Context: an optimization exercise on an open-source flow, tuned for a short achievable clock period and few clock cycles. The choices shown serve that exercise and are no tape-out recipe. Function was checked by simulation only, so behaviour that the tests miss may differ from the original. Power figures rest on the tool's default switching activity, not on a simulated workload.

try-pepper:
// multiPortSdramCtrl
module multiPortSdramCtrl
(
	input  logic         CLK,
	input  logic         RESET_N,
	input  logic [33:0]  wrBeat,
	input  logic [103:0] wrCfg,
	input  logic [1:0]   wrClear,
	output logic [1:0]   wrReady,
	input  logic [103:0] rdCfg,
	input  logic [1:0]   rdClear,
	input  logic [1:0]   rdPop,
	output logic [33:0]  rdBeat,
	output logic [31:0]  memCmd,
	output logic [16:0]  memWrBeat,
	input  logic [16:0]  memRdBeat
);
For scale: about 18000 cells after synthesis, about 4000 flip-flops, ~0.16 sq mm of cells after synthesis.
export LEC_CHECK = 0
export CAP_MARGIN = 20
export CORE_MARGIN = 2
export CORE_UTILIZATION = 78
export CTS_CLUSTER_DIAMETER = 80
export CTS_CLUSTER_SIZE = 30
export PLACE_DENSITY = 0.88
export SLEW_MARGIN = 20
create_clock -name core_clock -period 10.0 [get_ports {CLK}]
standard.sh (not shown) runs the stock make flow with config.mk's settings and CLKGATE_MAP_FILE= SYNTH_SCRIPT=/design/flow/synth_recipe.tcl, a recipe that flattens the netlist after the stock synthesis.
==> flow/flow/run.sh <==
#!/bin/bash
set -euo pipefail
cd "$(dirname "$0")/.."
MARGIN=SETUP_SLACK_MARGIN=6.9
CTS="CTS_ARGS=-sink_clustering_enable -repair_clock_nets -sink_clustering_size 30 -sink_clustering_max_diameter 80 -apply_ndr full"
bash standard.sh "$MARGIN" synth floorplan place > flow_place.log 2>&1
RESULTS=$PWD/orfs/results/sky130hd/multiPortSdramCtrl/base openroad -no_init -exit flow/move_outputs.tcl > flow_move_outputs.log 2>&1
bash standard.sh "$MARGIN" "$CTS" finish > flow_finish.log 2>&1
==> flow/flow/move_outputs.tcl <==
# Pull each output port's driving chain (output buffer, any inverter or
# buffer before it, and the flip-flop that starts it) next to the port, so
# the register-to-output paths do not cross the die. Then legalize.
set results $::env(RESULTS)
read_db $results/3_place.odb
set block [ord::get_db_block]
set core [$block getCoreArea]
set cx0 [$core xMin]; set cy0 [$core yMin]; set cx1 [$core xMax]; set cy1 [$core yMax]
set margin 4000

proc driver_inst {net} {
  foreach it [$net getITerms] {
    if {[$it isOutputSignal]} { return [$it getInst] }
  }
  return ""
}

set moved 0
foreach bterm [$block getBTerms] {
  if {[$bterm getIoType] ne "OUTPUT"} { continue }
  set net [$bterm getNet]
  if {$net eq "NULL" || $net eq ""} { continue }
  set bb [$bterm getBBox]
  set px [expr {([$bb xMin] + [$bb xMax]) / 2}]
  set py [expr {([$bb yMin] + [$bb yMax]) / 2}]
  # Point just inside the core, toward the pin
  set tx [expr {min(max($px, $cx0 + $margin), $cx1 - $margin)}]
  set ty [expr {min(max($py, $cy0 + $margin), $cy1 - $margin)}]
  set inst [driver_inst $net]
  set chain {}
  while {$inst ne ""} {
    lappend chain $inst
    set mname [[$inst getMaster] getName]
    if {[string match "*df*" $mname]} { break }
    if {[llength $chain] > 4} { break }
    # Single-input cell: follow its input
    set ins {}
    foreach it [$inst getITerms] {
      if {[$it isInputSignal] && [$it getNet] ne "NULL"} { lappend ins $it }
    }
    if {[llength $ins] != 1} { break }
    set inst [driver_inst [[lindex $ins 0] getNet]]
  }
  foreach inst $chain {
    if {[$inst isFixed]} { continue }
    set w [[$inst getMaster] getWidth]
    $inst setLocation [expr {$tx - $w / 2}] $ty
    $inst setPlacementStatus PLACED
    incr moved
  }
}
puts "moved $moved instances"
detailed_placement
check_placement -verbose
write_db $results/3_place.odb
try-pepper: done, clean on timing, DRC and antenna
Testbench counts of try-pepper, summed over its fixed seeds: cycles 22,296.
#### Input delta (try-quartz over try-pepper)
Settings: CTS_CLUSTER_DIAMETER removed (was 80); CORE_UTILIZATION changed from 78 to 40; CTS_CLUSTER_SIZE removed (was 30); PLACE_DENSITY removed (was 0.88).
==> flow/flow/run.sh <==
#!/bin/bash
set -euo pipefail
cd "$(dirname "$0")/.."
bash standard.sh SETUP_SLACK_MARGIN=6.9 finish > flow_make.log 2>&1
removed: flow/flow/move_outputs.tcl
## What came out
- | total wirelength of the detailed-routed design | try-quartz vs try-pepper | worse |
- Diff try-pepper -> try-quartz | maximum clock insertion buffer count | increase of 1
- Cmp try-quartz vs try-pepper: number of standard cells in the layout, taps in and fillers out higher in try-quartz
- Compared with try-pepper, try-quartz shows a higher portion of total power attributed to the clock network.
- Cmp try-pepper and try-quartz / share of final-layout standard cells stronger than drive strength 1 / lower: try-pepper
Here is what was changed in the inputs of try-willow compared with try-quartz.
Settings: CTS_CLUSTER_SIZE: unset -> 30; CTS_CLUSTER_DIAMETER: unset -> 80; PLACE_DENSITY: unset -> 0.8; CORE_UTILIZATION: 40 -> 70.
==> flow/flow/run.sh <==
#!/bin/bash
set -euo pipefail
cd "$(dirname "$0")/.."
MARGIN=SETUP_SLACK_MARGIN=6.9
CTS="CTS_ARGS=-sink_clustering_enable -repair_clock_nets -sink_clustering_size 30 -sink_clustering_max_diameter 80 -apply_ndr full"
bash standard.sh "$MARGIN" synth floorplan place > flow_place.log 2>&1
RESULTS=$PWD/orfs/results/sky130hd/multiPortSdramCtrl/base openroad -no_init -exit flow/move_outputs.tcl > flow_move_outputs.log 2>&1
bash standard.sh "$MARGIN" "$CTS" finish > flow_finish.log 2>&1
==> flow/flow/move_outputs.tcl (new file) <==
# Pull each output port's driving chain (output buffer, any inverter or
# buffer before it, and the flip-flop that starts it) next to the port, so
# the register-to-output paths do not cross the die. Then legalize.
set results $::env(RESULTS)
read_db $results/3_place.odb
set block [ord::get_db_block]
set core [$block getCoreArea]
set cx0 [$core xMin]; set cy0 [$core yMin]; set cx1 [$core xMax]; set cy1 [$core yMax]
set margin 4000

proc driver_inst {net} {
  foreach it [$net getITerms] {
    if {[$it isOutputSignal]} { return [$it getInst] }
  }
  return ""
}

set moved 0
foreach bterm [$block getBTerms] {
  if {[$bterm getIoType] ne "OUTPUT"} { continue }
  set net [$bterm getNet]
  if {$net eq "NULL" || $net eq ""} { continue }
  set bb [$bterm getBBox]
  set px [expr {([$bb xMin] + [$bb xMax]) / 2}]
  set py [expr {([$bb yMin] + [$bb yMax]) / 2}]
  # Point just inside the core, toward the pin
  set tx [expr {min(max($px, $cx0 + $margin), $cx1 - $margin)}]
  set ty [expr {min(max($py, $cy0 + $margin), $cy1 - $margin)}]
  set inst [driver_inst $net]
  set chain {}
  while {$inst ne ""} {
    lappend chain $inst
    set mname [[$inst getMaster] getName]
    if {[string match "*df*" $mname]} { break }
    if {[llength $chain] > 4} { break }
    # Single-input cell: follow its input
    set ins {}
    foreach it [$inst getITerms] {
      if {[$it isInputSignal] && [$it getNet] ne "NULL"} { lappend ins $it }
    }
    if {[llength $ins] != 1} { break }
    set inst [driver_inst [[lindex $ins 0] getNet]]
  }
  foreach inst $chain {
    if {[$inst isFixed]} { continue }
    set w [[$inst getMaster] getWidth]
    $inst setLocation [expr {$tx - $w / 2}] $ty
    $inst setPlacementStatus PLACED
    incr moved
  }
}
puts "moved $moved instances"
detailed_placement
check_placement -verbose
write_db $results/3_place.odb
[summary]
Run comparison: try-quartz timing startpoint of the critical path genRead[1].i_rdChannel.userBeat[16]$_DFF_PN0_; try-willow timing startpoint of the critical path genWrite[1].i_wrChannel.full$_DFF_PN0_. Between try-quartz and try-willow, the flow reports via count increasing by a few percent. Relative to try-quartz, maximum frequency increased by about 4.4% in try-willow. try-willow: arrival time of the worst setup path lower than try-quartz. From try-quartz to try-willow the numbers moved as follows: layout overhead on the synthesized area now sits lower, total power moved down, sequential share of layout area +3.2 points.
--- input diff try-willow..try-nickel ---
diff --git a/flow/flow/run.sh b/flow/flow/run.sh
--- a/flow/flow/run.sh
+++ b/flow/flow/run.sh
@@ -4,0 +5 @@
+SIZING=MATCH_CELL_FOOTPRINT=0
@@ -6 +7 @@
-bash standard.sh "$MARGIN" synth floorplan place > flow_place.log 2>&1
+bash standard.sh "$MARGIN" "$SIZING" synth floorplan place > flow_place.log 2>&1
@@ -8 +9 @@
-bash standard.sh "$MARGIN" "$CTS" finish > flow_finish.log 2>&1
+bash standard.sh "$MARGIN" "$SIZING" "$CTS" finish > flow_finish.log 2>&1
--- outcome ---
- Between try-willow and try-nickel, the maximum frequency does not differ in any meaningful way.
- Diff try-willow -> try-nickel: non-clock buffering overhead in the final layout saw an increase; last weighted congestion value of the routability-driven placer rose by 0.013; total cell area at the placement stage stayed essentially flat.
- Between try-willow and try-nickel, the relative area of clock buffers and inverters in the final design does not differ in any meaningful way.


## rev 12
multiPortSdramCtrl again, from the RTL that the note above started with.
## multiPortSdramCtrl
module multiPortSdramCtrl
(
	input  logic         CLK,
	input  logic         RESET_N,
	input  logic [33:0]  wrBeat,
	input  logic [103:0] wrCfg,
	input  logic [1:0]   wrClear,
	output logic [1:0]   wrReady,
	input  logic [103:0] rdCfg,
	input  logic [1:0]   rdClear,
	input  logic [1:0]   rdPop,
	output logic [33:0]  rdBeat,
	output logic [31:0]  memCmd,
	output logic [16:0]  memWrBeat,
	input  logic [16:0]  memRdBeat
);
	logic [103:0] wrCfgReg;	 
	logic [103:0] rdCfgReg;
	logic [1:0]   wrClearReg;
	logic [1:0]   rdClearReg;
	logic [3:0]   req;
	logic [87:0]  addr;
	logic [31:0]  len;
	logic [31:0]  wrMemData;
	logic [1:0]   emit;
	logic [1:0]   rdPush;
	logic         startSel;	 
	logic         startValid;
	logic [29:0]  startCmd;
	logic         issue;
	logic [1:0]   cmdStream;
	logic         nxtValid;
	logic [1:0]   nxtStream;
	logic [29:0]  nxtCmd;
	logic [3:0]   issued;
	always_ff @(posedge CLK)
	begin
		wrCfgReg <= wrCfg;
		rdCfgReg <= rdCfg;
	end
	always_ff @(posedge CLK or negedge RESET_N)
	begin
		if (!RESET_N)
		begin
			wrClearReg <= '0;
			rdClearReg <= '0;
		end
		else
		begin
			wrClearReg <= wrClear;
			rdClearReg <= rdClear;
		end
	end
	assign startSel   = rdClear[0];
	assign startValid = rdClear[0] && (rdCfg[7:0] != '0);
	assign startCmd   = {rdCfg[51:30], rdCfg[7:0]};
	always_comb
	begin
		for (int i = 0; i < 2; i++)
		begin
			len[8*i +: 8]     = wrCfgReg[52*i +: 8];
			len[8*(i+2) +: 8] = rdCfgReg[52*i +: 8];
		end
	end
	for (genvar i = 0; i < 2; i++)
	begin : genWrite
		writeChannel i_wrChannel
		(
			.CLK      (CLK),
			.RESET_N  (RESET_N),
			.cfg      (wrCfgReg[52*i +: 52]),
			.clear    (wrClearReg[i]),
			.userBeat (wrBeat[17*i +: 17]),
			.ready    (wrReady[i]),
			.emit     (emit[i]),
			.memData  (wrMemData[16*i +: 16]),
			.issued   (issued[i]),
			.burstReq (req[i]),
			.addr     (addr[22*i +: 22])
		);
	end
	for (genvar i = 0; i < 2; i++)
	begin : genRead
		readChannel i_rdChannel
		(
			.CLK      (CLK),
			.RESET_N  (RESET_N),
			.cfg      (rdCfgReg[52*i +: 52]),
			.clear    (rdClearReg[i]),
			.push     (rdPush[i]),
			.pushData (memRdBeat[15:0]),
			.pop      (rdPop[i]),
			.userBeat (rdBeat[17*i +: 17]),
			.issued   (issued[i+2]),
  ...
export LEC_CHECK = 0
export CAP_MARGIN = 20
export CORE_MARGIN = 2
export CORE_UTILIZATION = 60
export CTS_CLUSTER_DIAMETER = 80
export CTS_CLUSTER_SIZE = 30
export PLACE_DENSITY = 0.7
export SLEW_MARGIN = 20
create_clock -name core_clock -period 10.0 [get_ports {CLK}]
==> flow/flow/run.sh <==
#!/bin/bash
set -euo pipefail
cd "$(dirname "$0")/.."
MARGIN=SETUP_SLACK_MARGIN=6.9
CTS="CTS_ARGS=-sink_clustering_enable -repair_clock_nets -sink_clustering_size 30 -sink_clustering_max_diameter 80 -apply_ndr full"
bash standard.sh "$MARGIN" synth floorplan place > flow_place.log 2>&1
RESULTS=$PWD/orfs/results/sky130hd/multiPortSdramCtrl/base openroad -no_init -exit flow/move_outputs.tcl > flow_move_outputs.log 2>&1
bash standard.sh "$MARGIN" "$CTS" finish > flow_finish.log 2>&1
==> flow/flow/move_outputs.tcl <==
# Pull each output port's driving chain (output buffer, any inverter or
# buffer before it, and the flip-flop that starts it) next to the port, so
# the register-to-output paths do not cross the die. Then legalize.
set results $::env(RESULTS)
read_db $results/3_place.odb
set block [ord::get_db_block]
set core [$block getCoreArea]
set cx0 [$core xMin]; set cy0 [$core yMin]; set cx1 [$core xMax]; set cy1 [$core yMax]
set margin 4000

proc driver_inst {net} {
  foreach it [$net getITerms] {
    if {[$it isOutputSignal]} { return [$it getInst] }
  }
  return ""
}

set moved 0
foreach bterm [$block getBTerms] {
  if {[$bterm getIoType] ne "OUTPUT"} { continue }
  set net [$bterm getNet]
  if {$net eq "NULL" || $net eq ""} { continue }
  set bb [$bterm getBBox]
  set px [expr {([$bb xMin] + [$bb xMax]) / 2}]
  set py [expr {([$bb yMin] + [$bb yMax]) / 2}]
  # Point just inside the core, toward the pin
  set tx [expr {min(max($px, $cx0 + $margin), $cx1 - $margin)}]
  set ty [expr {min(max($py, $cy0 + $margin), $cy1 - $margin)}]
  set inst [driver_inst $net]
  set chain {}
  while {$inst ne ""} {
    lappend chain $inst
    set mname [[$inst getMaster] getName]
    if {[string match "*df*" $mname]} { break }
    if {[llength $chain] > 4} { break }
    # Single-input cell: follow its input
    set ins {}
    foreach it [$inst getITerms] {
      if {[$it isInputSignal] && [$it getNet] ne "NULL"} { lappend ins $it }
    }
    if {[llength $ins] != 1} { break }
    set inst [driver_inst [[lindex $ins 0] getNet]]
  }
  foreach inst $chain {
    if {[$inst isFixed]} { continue }
    set w [[$inst getMaster] getWidth]
    $inst setLocation [expr {$tx - $w / 2}] $ty
    $inst setPlacementStatus PLACED
    incr moved
  }
}
puts "moved $moved instances"
detailed_placement
check_placement -verbose
write_db $results/3_place.odb
Testbench counts of rev 12, summed over its fixed seeds: cycles 22,296.
--- input diff rev 12..rev 13 ---
==> flow/flow/run.sh <==
#!/bin/bash
set -euo pipefail
cd "$(dirname "$0")/.."
bash standard.sh SETUP_SLACK_MARGIN=6.9 finish > flow_make.log 2>&1
removed: flow/flow/move_outputs.tcl
Results
Diff rev 13..rev 12 | cell area | negligible. Rev 12 -> rev 13: area after synthesis delta 0, exact match. Setup slack in rev 13 is smaller than in rev 12. Leakage component of the power: rev 13 vs rev 12, no meaningful difference. Changes observed in rev 13 relative to rev 12: switching share of power flat, post-detailed-route via-to-cell ratio now sits at about the same level.

[afterwards: timing with drivers on the ports]
In the flow no input, the clock included, has a driving cell. The finished layouts below were timed again as built, in two steps. Step 1 assumes that a clkbuf_16 drives the clock port and a buf_2 every other input. Step 2 adds t to the input delays and takes it off the output delays; t is the mean of the earliest and latest rising clock arrival at the registers after step 1. Input paths then give back, and output paths get back, about the clock's delay inside the block. Slacks: ideal ports / drivers / drivers and shift; pairs: ideal ports / drivers.
run | shift t [ns] | setup WS [ns] | worst data-port slew with drivers (ns)
try-pepper | 0.940 | 6.568 / 6.479 / 6.051 | 0.17
try-quartz | 1.080 | 6.429 / 6.306 / 5.889 | 0.17
try-willow | 0.956 | 6.579 / 6.479 / 5.961 | 0.21
try-nickel | 0.967 | 6.575 / 6.471 / 6.058 | 0.17
rev 12 | 0.974 | 6.538 / 6.438 / 6.022 | 0.14
rev 13 | 0.989 | 6.490 / 6.387 / 5.925 | 0.13
After both steps setup and hold are still met in every run listed. The setup slack of try-willow, which loses most, moves by -0.100 ns with the drivers and by -0.618 ns with both steps.
